Context: an optimization exercise on an open-source flow, tuned for small area, a short achievable clock period and few clock cycles. The choices shown serve that exercise and are no tape-out recipe.
Function was not checked in any run shown here: the RTL went through the layout flow alone.
Power and IR drop assume default switching activity.

[design/flow/config.mk]
export PLATFORM = sky130hd
export DESIGN_NAME = mem_unit
export DESIGN_NICKNAME = mem_unit
export VERILOG_FILES = /design/flow/design.v
export SDC_FILE = /design/flow/constraint.sdc
export NUM_CORES = 4
export LEC_CHECK = 0
export CAP_MARGIN = 20
export CORE_MARGIN = 2
export CORE_UTILIZATION = 40
export SETUP_SLACK_MARGIN = 2.5
export SLEW_MARGIN = 20
[design/flow/constraint.sdc]
create_clock -name core_clock -period 5.0 [get_ports {clk_in}]
set_input_delay 1.0000 -clock core_clock [delete_from_list [all_inputs] [get_ports {clk_in}]]
set_output_delay 1.0000 -clock core_clock [all_outputs]
set_load 0.01 [all_outputs]
[design/flow/design.v]
`timescale 1ns/1ps
`default_nettype none
package mem_pkg;
  typedef logic [31:0] addr_t;
  typedef logic [31:0] word_t;
  typedef logic [7:0]  byte_t;
  typedef logic [1:0]  size_t;
  localparam logic [1:0] IO_SELECT = 2'b11;  
endpackage
`default_nettype wire
`timescale 1ns/1ps
`default_nettype none
module mem_unit (
  input  logic                   clk_in,
  input  logic                   rst_in,
  input  logic                   rdy_in,
  input  logic                   fetch_en,
  input  mem_pkg::addr_t         fetch_addr,
  output logic                   fetch_done,
  output mem_pkg::word_t         fetch_data,
  input  logic                   load_en,
  input  mem_pkg::addr_t         load_addr,
  input  mem_pkg::size_t         load_size,
  output logic                   load_done,
  output mem_pkg::word_t         load_data,
  input  logic                   store_en,
  input  mem_pkg::addr_t         store_addr,
  input  mem_pkg::size_t         store_size,
  input  mem_pkg::word_t         store_data,
  output logic                   store_done,
  input  logic                   flush_in,
  input  logic                   io_buffer_full,
  input  mem_pkg::byte_t         mem_din,
  output mem_pkg::byte_t         mem_dout,
  output mem_pkg::addr_t         mem_a,
  output logic                   mem_wr
);
  logic        f_out;       
  logic        s_val;       
  logic [15:0] sw;
  logic [2:0]  fc;
  logic [31:0] fa;          
  logic        fdin;        
  logic        f_sub;       
  logic        d_busy;      
  logic        d_st;        
  logic [17:0] d_q;         
  logic [1:0]  d_idx;       
  logic [1:0]  d_last;      
  logic [31:0] sd;          
  logic        ldin;        
  logic        d_own;       
  logic [17:0] c_da;
  logic [1:0]  c_idx, c_last, req_last;
  logic        c_st;
  logic        stall;
  logic        d_go;        
  logic        f_new;       
  logic [15:0] c_sw;
  logic [2:0]  c_fc;
  logic        c_out;
  logic        f_go;        
  logic        f_lost;      
  logic [31:0] lv;
  assign d_own    = d_busy | load_en;    
  assign req_last = load_en ? (load_size == 2'd0 ? 2'd0 : load_size == 2'd1 ? 2'd1 : 2'd3)
                            : (store_size == 2'd0 ? 2'd0 : store_size == 2'd1 ? 2'd1 : 2'd3);
  assign c_da     = d_busy ? d_q    : load_addr[17:0];
  assign c_idx    = d_busy ? d_idx  : 2'd0;
  assign c_last   = d_busy ? d_last : req_last;
  assign c_st     = d_busy && d_st;
  assign stall    = c_st && (c_da[17:16] == mem_pkg::IO_SELECT) && io_buffer_full;
  assign d_go     = d_own && !stall;
  assign f_new    = fetch_en && !(s_val && fetch_addr[17:2] == sw);
  assign c_sw     = fetch_en ? fetch_addr[17:2] : sw;
  assign c_fc     = f_new ? 3'd0 : fc;
  assign c_out    = fetch_en || (f_out && !flush_in);
  assign f_go     = !d_own && !c_fc[2] && (c_out || s_val);
  assign f_lost   = f_new && fc[1:0] != 2'd0;
  assign mem_a    = {14'd0, d_own ? c_da : {c_sw, fc[1:0]}};
  assign mem_dout = sd[7:0];
  assign mem_wr   = rdy_in && c_st && !stall;
  assign fetch_data = f_sub ? {mem_din, fa[31:8]} : fa;
  assign lv         = ldin ? {mem_din, sd[31:8]} : sd;
  assign load_data  = (d_last == 2'd0) ? {24'd0, lv[31:24]} :
                      (d_last == 2'd1) ? {16'd0, lv[31:16]} : lv;
  always_ff @(posedge clk_in)
  begin
    if (fdin)
      fa <= {mem_din, fa[31:8]};
    if (rdy_in && store_en)
      sd <= store_data;
    else if (ldin || (rdy_in && c_st && !stall))
      sd <= {mem_din, sd[31:8]};
  end
  always_ff @(posedge clk_in)
  begin
    if (rst_in)
    begin
      f_out      <= 1'b0;
      s_val      <= 1'b0;
      fc         <= 3'd0;
      fdin       <= 1'b0;
      f_sub      <= 1'b0;
      ldin       <= 1'b0;
      d_busy     <= 1'b0;
      fetch_done <= 1'b0;
      load_done  <= 1'b0;
      store_done <= 1'b0;
    end
    else if (!rdy_in)
    begin
      fdin  <= 1'b0;
      f_sub <= 1'b0;
      ldin  <= 1'b0;
    end
    else
    begin
      fetch_done <= 1'b0;
      load_done  <= 1'b0;
      store_done <= 1'b0;
      ldin       <= d_go && !c_st;
      if (load_en || store_en)
      begin
        d_st   <= store_en;
        d_last <= req_last;
      end
      if (store_en)
      begin
        d_q        <= store_addr[17:0];
        d_idx      <= 2'd0;
        d_busy     <= 1'b1;
        store_done <= (req_last == 2'd0) && (store_addr[17:16] != mem_pkg::IO_SELECT);
      end
      if (d_own)
      begin
        d_q    <= c_da;
        d_idx  <= c_idx;
        d_busy <= 1'b1;
        if (d_go)
        begin
          d_q   <= c_da + 18'd1;
          d_idx <= c_idx + 2'd1;
          if (c_idx == c_last)
          begin
            d_busy     <= 1'b0;
            load_done  <= !c_st;
            store_done <= c_st && c_da[17:16] == mem_pkg::IO_SELECT;
          end
          else if (c_st && c_da[17:16] != mem_pkg::IO_SELECT && c_idx + 2'd1 == c_last)
            store_done <= 1'b1;
        end
      end
      fdin  <= f_go;
      f_sub <= f_go && !f_lost && c_out && c_fc == 3'd3;
      if (fetch_en)
        s_val <= 1'b1;
      if (c_out && (c_fc[2] || (f_go && !f_lost && c_fc == 3'd3)))
      begin
        fetch_done <= 1'b1;
        f_out      <= 1'b0;
        sw         <= c_sw + 16'd1;
        fc         <= 3'd0;
      end
      else
      begin
        f_out <= c_out;
        sw    <= c_sw;
        fc    <= c_fc + {2'd0, f_go && !f_lost};
      end
    end
  end
endmodule
`default_nettype wire
[design/flow/run.sh]
#!/bin/bash
# synth_recipe.tcl (not shown) runs the flow's synth.tcl, then flattens the netlist and writes it again
# the make line also repeats each setting of config.mk as NAME=value (left out here)
make -C /OpenROAD-flow-scripts/flow DESIGN_CONFIG=/design/flow/config.mk WORK_HOME=/design/flow/orfs CLKGATE_MAP_FILE= SYNTH_SCRIPT=/design/flow/synth_recipe.tcl finish
==> impl_metrics.json, run 1 <==
{
  "status": "timing/DRC/antenna clean",
  "yosysUniqueCellTypes": 71,
  "drv_cap": 0,
  "cts_hold_buf": 0,
  "drc": 0,
  "cts_root_buf": "clkbuf_16",
  "syn_inst": 678,
  "synth-main-ff-cell": "edfxtp_1",
  "viasPerCell": 5.47,
  "rsz0062_at_grt": "true",
  "io_pins": 256,
  "worst_slew_pin_slew_ns": 0.749,
  "synth_top_area_share_pct": 41.7,
  "overflow": 0,
  "ff_latch_area_mm2": 0.00334,
  "firstDrtPassIters": 27,
  "tritoncts": "yes",
  "ir_drop_mv": 0.245,
  "die_height_um": 140,
  "cts_buffer_depth": 2,
  "grt_usage_pct": 25.5,
  "synth_seq_area_share_pct": 44.9,
  "port_buffers": 197,
  "async_flop_share_pct": 0,
  "coreArea_mm2": 0.0181,
  "critical_path_peak_fanout": 6,
  "fp-row-count": 49,
  "slowest_delay_ns": 0.18,
  "nets": 1170,
  "ys_warn_count": 1,
  "worst_setup_path_end_kind": "primary output",
  "power_density_mw_per_mm2": 285,
  "grt_max_degree": 33,
  "cts_htree_levels": 4,
  "multiInputGateArea_mm2": 0.00492,
  "antenna_found_initial": 1,
  "finalSetupViolCount": 0,
  "critPathArrivalTime_ns": 1.97,
  "cp_slowest_cell": "mux2i_4",
  "timing.final.crit_share_pct": 59.4,
  "initial_core_util_pct": 41.0,
  "synth.ff_latch_count": 115,
  "drive_gt1_share_pct": 53.3,
  "grt_pass1_vias": 6936,
  "dieArea_mm2": 0.0196,
  "gp_congestion": 0.904,
  "path_buf_inv": 5,
  "cp_top_family": "buffers and inverters",
  "timing.fmax_ghz": 0.337,
  "fin_util_pct": 70.8,
  "clkTransAtPathRegs_ns": 0.05,
  "synth.area.top_cells": "edfxtp_1 (42%), mux2_2 (12%), mux2i_1 (7.3%)",
  "slew_viol_final": 0,
  "chipWidth_um": 140,
  "cp_common_cell": "buf_6",
  "numCtsBuffers": 17,
  "n_fill_cell": 1243,
  "first_iter_violations": 398,
  "path_class": "input pin to primary output",
  "area_delta_synth_final_pct": 72.8,
  "grt_pass1_wl_mm": 38.9,
  "cellLeakagePower_nw": 5.09,
  "clock_latency_ns": 0.42,
  "n_antenna_cell": 0,
  "crit_required_ns": 4.00,
  "skew_ns": 0.0142,
  "max-slew-margin-rel_pct": 50.1,
  "hold_violations": 0,
  "synth_top_area_cell": "edfxtp_1",
  "vias": 6889,
  "path_cells": "buf_16, buf_12, buf_6, buf_6, mux2i_4, mux2i_1, buf_2",
  "synth-edff-count": 103,
  "syn_avg_cell_area_um2": 10.9,
  "synth_area_mm2": 0.00742,
  "dp_hpwl_mm": 15.6,
  "worstSetupStartpointType": "input pin",
  "wirelength_mm": 26.2,
  "detail_route.wl_per_cell_um": 20.8,
  "ant_nets": 0,
  "cts.sink_count": 115,
  "hold_path.class": "flip-flop to flip-flop",
  "period_needed_ns": 2.97,
  "final.setup.tns_ns": 0
}
==> area by class of cell <==
class	count	area share, %
inverter	10	0.352
clock inverter	14	1.21
clock buffer	17	3.32
timing repair buffer	361	28.4
multi-input combinational	513	38.4
sequential	115	26.1
tap	229	2.24
==> flip-flops by register name (all words and copies together) (netlist names) <==
signal      cells
fc              3
d_busy          1
f_out           1
fa             32
fdin            1
store_done      1
sw             16
fetch_done      1
load_done       1
d_last          2
d_idx           2
f_sub           1
sd             32
ldin            1
d_st            1
d_q            18
s_val           1
==> layout by cell type, fill, tap and decap left out, drive strengths merged, types with 6 or more instances in the layout <==
cell type,instances
inv,14
nand3,14
nand3b,6
a21oi,37
mux2,82
edfxtp,103
nor2b,21
nand2,47
dfxtp,12
o22ai,9
clkinv,6
nand2b,11
clkdlybuf4s15,7
conb,14
xnor2,19
xor2,30
o21ai,26
clkbuf,21
dlygate4sd2,7
nor2,70
mux2i,55
buf,273
clkdlybuf4s50,69
==> path summary, 6_finish.rpt <==
kind | from | end | slack, ns | cells after the start
worst max-delay path | fetch_en | mem_a[14] | 2.03 | 7
worst min-delay path | f_out$_SDFFE_PP0P_ | f_out$_SDFFE_PP0P_ | 0.48 | 1
worst max register to register | sw[6]$_DFFE_PP_ | sw[12]$_DFFE_PP_ | 2.45 | 8
worst min register to register | f_out$_SDFFE_PP0P_ | f_out$_SDFFE_PP0P_ | 0.48 | 1
==> cells by family after synthesis <==
group                    after synthesis  share of synthesized area, %
AO/OA/AOI/OAI                        108                          9.63
XOR/XNOR                              49                          5.79
adder cells (fa/ha/maj)                4                         0.675
buffers and inverters                 68                          5.08
flip-flops                           115                          44.9
multiplexers                         137                          20.0
other                                  1                        0.0506
AND/OR/NAND/NOR                      196                          13.9
==> cell usage after synthesis (12+ instances only) <==
cell type,instances
a21oi_1,37
buf_4,24
clkbuf_1,18
dfxtp_1,12
edfxtp_1,103
mux2_2,81
mux2i_1,54
nand2_1,45
nand3_1,13
nor2_1,68
nor2b_1,21
o21ai_0,24
xnor2_1,19
xor2_1,30
==> metrics by stage <==
stage | area, µm² | cells | hold slack [ns] | setup slack (ns) | power [mW]
2_1_floorplan | 7710 | 691 | 0.434 | 1.84 | 1.72
3_3_place_gp | 9640 | 1072 | 0.448 | 0.807 | 2.06
3_5_place_dp | 9640 | 1072 | 0.460 | 0.783 | 2.07
4_1_cts | 11800 | 1221 | 0.476 | 2.05 | 3.51
5_1_grt | 12800 | 1259 | 0.496 | 1.99 | 3.79
6_report | 12800 | 1259 | 0.477 | 2.03 | 3.65
==> power breakdown <==
| group | switching, mW | internal, mW |
|---|---|---|
| logic | 0.573 | 0.645 |
| clock network | 0.475 | 0.737 |
| registers | 0.0711 | 1.15 |
==> worst reg2reg max path: stages (launching register included) <==
cell and delay [ns]:
edfxtp_1 0.52, xor2_1 0.21, nor4_2 0.26, nand3_1 0.18, buf_4 0.19, o41a_1 0.50, buf_6 0.19, nor3b_4 0.17
xnor2_1 0.10
==> metal layers <==
metal | routed length [µm] | vias up | part of all wire [%] | global-route usage [%]
met4 | 672 | 2 | 2.6 | 9.30
met1 | 10700 | 3409 | 41 | 31.6
met3 | 1580 | 45 | 6.0 | 5.88
met5 | 15 | - | 0.057 | 0
li1 | - | 3154 | - | -
met2 | 13200 | 279 | 51 | 43.4
==> timing repair <==
item	CTS	global route
pin swaps	61	60
setup endpoints to repair	176	112
gates cloned	13	4
buffers inserted	105	34
resized for setup	726	162
==> run 2: changes to the inputs <==
--- a/design/flow/config.mk
+++ b/design/flow/config.mk
@@ -5,8 +5,9 @@
 export SDC_FILE = /design/flow/constraint.sdc
 export NUM_CORES = 4
 export LEC_CHECK = 0
+export ABC_CLOCK_PERIOD_IN_PS = 2500
 export CAP_MARGIN = 20
 export CORE_MARGIN = 2
 export CORE_UTILIZATION = 40
-export SETUP_SLACK_MARGIN = 2.5
+export SETUP_SLACK_MARGIN = 2.2
 export SLEW_MARGIN = 20
==> run 2 against run 1 <==
Compared with the run above:
- sequential power is essentially flat
- total power down 9.1%
- first-iteration DRC count fell by 5.0%
- clock power shrank 12%
- core utilization shrank 6.9 points
- count of clock-buffer cells in the layout rose by 2
- largest cell class unchanged
- largest power group unchanged
==> impl_metrics.json, run 2 <==
{
  "cts_hold_buf": 0,
  "worstSetupStartpointType": "input pin",
  "firstDrtPassIters": 25,
  "synth.ff_latch_count": 115,
  "gp_congestion": 0.825,
  "drv_cap": 0,
  "cts.sink_count": 115,
  "fp-row-count": 49,
  "path_cells": "buf_16, buf_8, buf_6, mux2_4, nor2_4, a21oi_2, buf_2",
  "ys_warn_count": 1,
  "die_height_um": 140,
  "worst_slew_pin_slew_ns": 0.621,
  "synth.most_common_cell": "edfxtp_1",
  "detail_route.wl_per_cell_um": 19.6,
  "synth_mux_area_share_pct": 20.0,
  "tritoncts": "yes",
  "cts_root_buf": "clkbuf_16",
  "placed_area_mm2": 0.00955,
  "crit_required_ns": 4.00,
  "synth_top_area_cell": "edfxtp_1",
  "synth_top_area_share_pct": 41.7,
  "hold_path.class": "flip-flop to flip-flop",
  "reg_top3": "fa x32, sd x32, d_q x18",
  "hold_violations": 0,
  "ir_drop_mv": 0.252,
  "final.setup.tns_ns": 0,
  "overflow": 0,
  "wirelength_mm": 23.9,
  "detailedPlace.worstSlack_ns": 0.721,
  "dp_hpwl_mm": 15.1,
  "cellLeakagePower_nw": 4.64,
  "finalSetupViolCount": 0,
  "skew_ns": 0.00588,
  "final_area_mm2": 0.0116,
  "status": "timing/DRC/antenna clean",
  "cp_slowest_cell": "mux2_4",
  "mostFrequentLayoutCells": "edfxtp_1 (103), buf_4 (92), mux2_2 (74)",
  "dieArea_mm2": 0.0196,
  "io_pins": 256,
  "period_needed_ns": 3.02,
  "slew_viol_final": 0,
  "synth_seq_area_share_pct": 44.9,
  "min_path_cells": 1,
  "grt_usage_pct": 23.4,
  "total_power_mw": 3.32,
  "initial_core_util_pct": 41.0,
  "critPathArrivalTime_ns": 2.02,
  "synth-edff-count": 103,
  "nets": 1129,
  "power_density_mw_per_mm2": 287,
  "multiInputGateArea_mm2": 0.00433,
  "syn_inst": 678,
  "whs_ns": 0.466,
  "n_fill_cell": 1399,
  "worstSetupPathDepth": 7,
  "synth_area_mm2": 0.00742,
  "grt_max_degree": 41,
  "vias": 6559,
  "synth_xor_area_share_pct": 5.79,
  "async_flop_share_pct": 0,
  "viasPerCell": 5.39,
  "coreArea_mm2": 0.0181,
  "cp_top_family": "buffers and inverters",
  "synth-simple-area-share_pct": 13.9,
  "slowest_delay_ns": 0.32,
  "setup_slack_ns": 1.98,
  "synth-compound-area-share_pct": 9.63,
  "grt_pass1_vias": 6526,
  "worst_setup_path_end_kind": "primary output",
  "ant_nets": 0,
  "ys_top_cells_by_count": "edfxtp_1 (103), mux2_2 (81), nor2_1 (68), mux2i_1 (54), nand2_1 (45)",
  "critical_path_peak_fanout": 7,
  "r2r.worst_path.cells": 9,
  "chipWidth_um": 140,
  "port_buffers": 197,
  "timing.final.crit_share_pct": 60.4,
  "drc": 0,
  "cts_htree_levels": 4,
  "max-slew-margin-rel_pct": 58.4,
  "synth-main-ff-cell": "edfxtp_1",
  "path_buf_inv": 4,
  "clock_latency_ns": 0.41,
  "ff_latch_area_mm2": 0.00334,
  "clkTransAtPathRegs_ns": 0.05,
  "path_class": "input pin to primary output",
  "numCtsBuffers": 17,
  "grt_pass1_wl_mm": 35.8,
  "drive_gt1_share_pct": 37.7,
  "synth_top_family_by_area": "multiplexers",
  "cts_buffer_depth": 2,
  "timing.fmax_ghz": 0.331,
  "syn_avg_cell_area_um2": 10.9,
  "final_common_cell": "edfxtp_1",
  "rsz0062_at_grt": "true",
  "antenna_found_initial": 1,
  "synth.area.top_cells": "edfxtp_1 (42%), mux2_2 (12%), mux2i_1 (7.3%)",
  "synth_fa_ha_area_share_pct": 0.675,
  "first_iter_violations": 378,
  "yosysUniqueCellTypes": 71,
  "area_delta_synth_final_pct": 56.0
}
[run 2: cell types whose count changed in the layout (fill, tap and decap cells not counted), moves of 11 or more]
cell	delta
buf_6	-80
dlygate4sd2_1	+43
mux2_2	+36
mux2_4	-36
buf_2	-19
nor2_1	+16
dlymetal6s2s_1	+15
nand2_1	+13
nand2_2	-11
[run 2: logic make-up after synthesis]
kind of cell             Yosys count
AND/OR/NAND/NOR                  196
multiplexers                     137
flip-flops                       115
AO/OA/AOI/OAI                    108
buffers and inverters             68
XOR/XNOR                          49
adder cells (fa/ha/maj)            4
other                              1
[run 2: path summary, 6_finish.rpt]
path	start	endpoint	slack (ns)
max	fetch_en	mem_a[3]	1.98
min	f_out$_SDFFE_PP0P_	f_out$_SDFFE_PP0P_	0.47
max reg2reg	sw[7]$_DFFE_PP_	sw[6]$_DFFE_PP_	2.43
min reg2reg	f_out$_SDFFE_PP0P_	f_out$_SDFFE_PP0P_	0.47
[run 2: routing by layer]
| layer | wire length [µm] | global-route usage (%) | up-vias |
|---|---|---|---|
| li1 | - | - | 3057 |
| met1 | 10400 | 30.8 | 3225 |
| met2 | 11700 | 38.8 | 240 |
| met3 | 1310 | 4.44 | 37 |
| met4 | 505 | 8.24 | 0 |
| met5 | 0 | 0 | - |
[run 2: layout make-up]
type / count / area share, %
tap: 229 / 2.48
clock buffer: 19 / 3.74
sequential: 115 / 28.9
inverter: 10 / 0.433
timing repair buffer: 322 / 26.5
multi-input combinational: 511 / 37.4
antenna: 1 / 0.0216
clock inverter: 10 / 0.606
[run 2: per-stage QoR]
| step | instances | util [%] |
|---|---|---|
| after global routing | 1216 | 64.0 |
| final | 1217 | 64.0 |
| after global placement | 1072 | 52.8 |
| after CTS | 1178 | 61.6 |
| after floorplan | 691 | - |
| after detailed placement | 1072 | 52.8 |
[run 2: timing repair]
action / in CTS / in global routing
buffers inserted: 68 / 37
setup endpoints to repair: 128 / 71
gates cloned: 9 / 1
resized for setup: 392 / 55
pin swaps: 27 / 28
[run 2: where the power goes]
| part | internal, mW | leakage (nW) | switching [mW] | total [mW] |
|---|---|---|---|---|
| logic | 0.541 | 3.32 | 0.496 | 1.04 |
| registers | 1.15 | 1.06 | 0.0637 | 1.21 |
| clock network | 0.660 | 0.252 | 0.407 | 1.07 |
| total | 2.35 | 4.64 | 0.967 | 3.32 |

[port drivers added, routing unchanged]
In the flow no input, the clock included, has a driving cell. The finished layouts below were timed again as built, in two steps.
Step 1 (the two cells are an assumption about what drives the block):
set clk [get_ports {clk_in}]
set_driving_cell -lib_cell sky130_fd_sc_hd__clkbuf_16 $clk
set_driving_cell -lib_cell sky130_fd_sc_hd__buf_2 [delete_from_list [all_inputs] $clk]
Step 2 moves the port delays by t, midway between the first and last clock arrival at a register: inputs arrive t later, outputs are due t later. That takes back most of the time a late clock gives input paths.
a / b / c = no drivers / after step 1 / after step 2; a / b = the first two.
run	shift t [ns]	setup slack, ns	hold slack, ns
run 1	0.466	2.030 / 1.969 / 1.603	0.477 / 0.477 / 0.477
run 2	0.449	1.980 / 1.916 / 1.626	0.466 / 0.466 / 0.466
After both steps setup and hold are still met in every run listed. For run 1, which loses most, drivers alone change the setup slack by -0.061 ns; drivers and shift together by -0.427 ns.
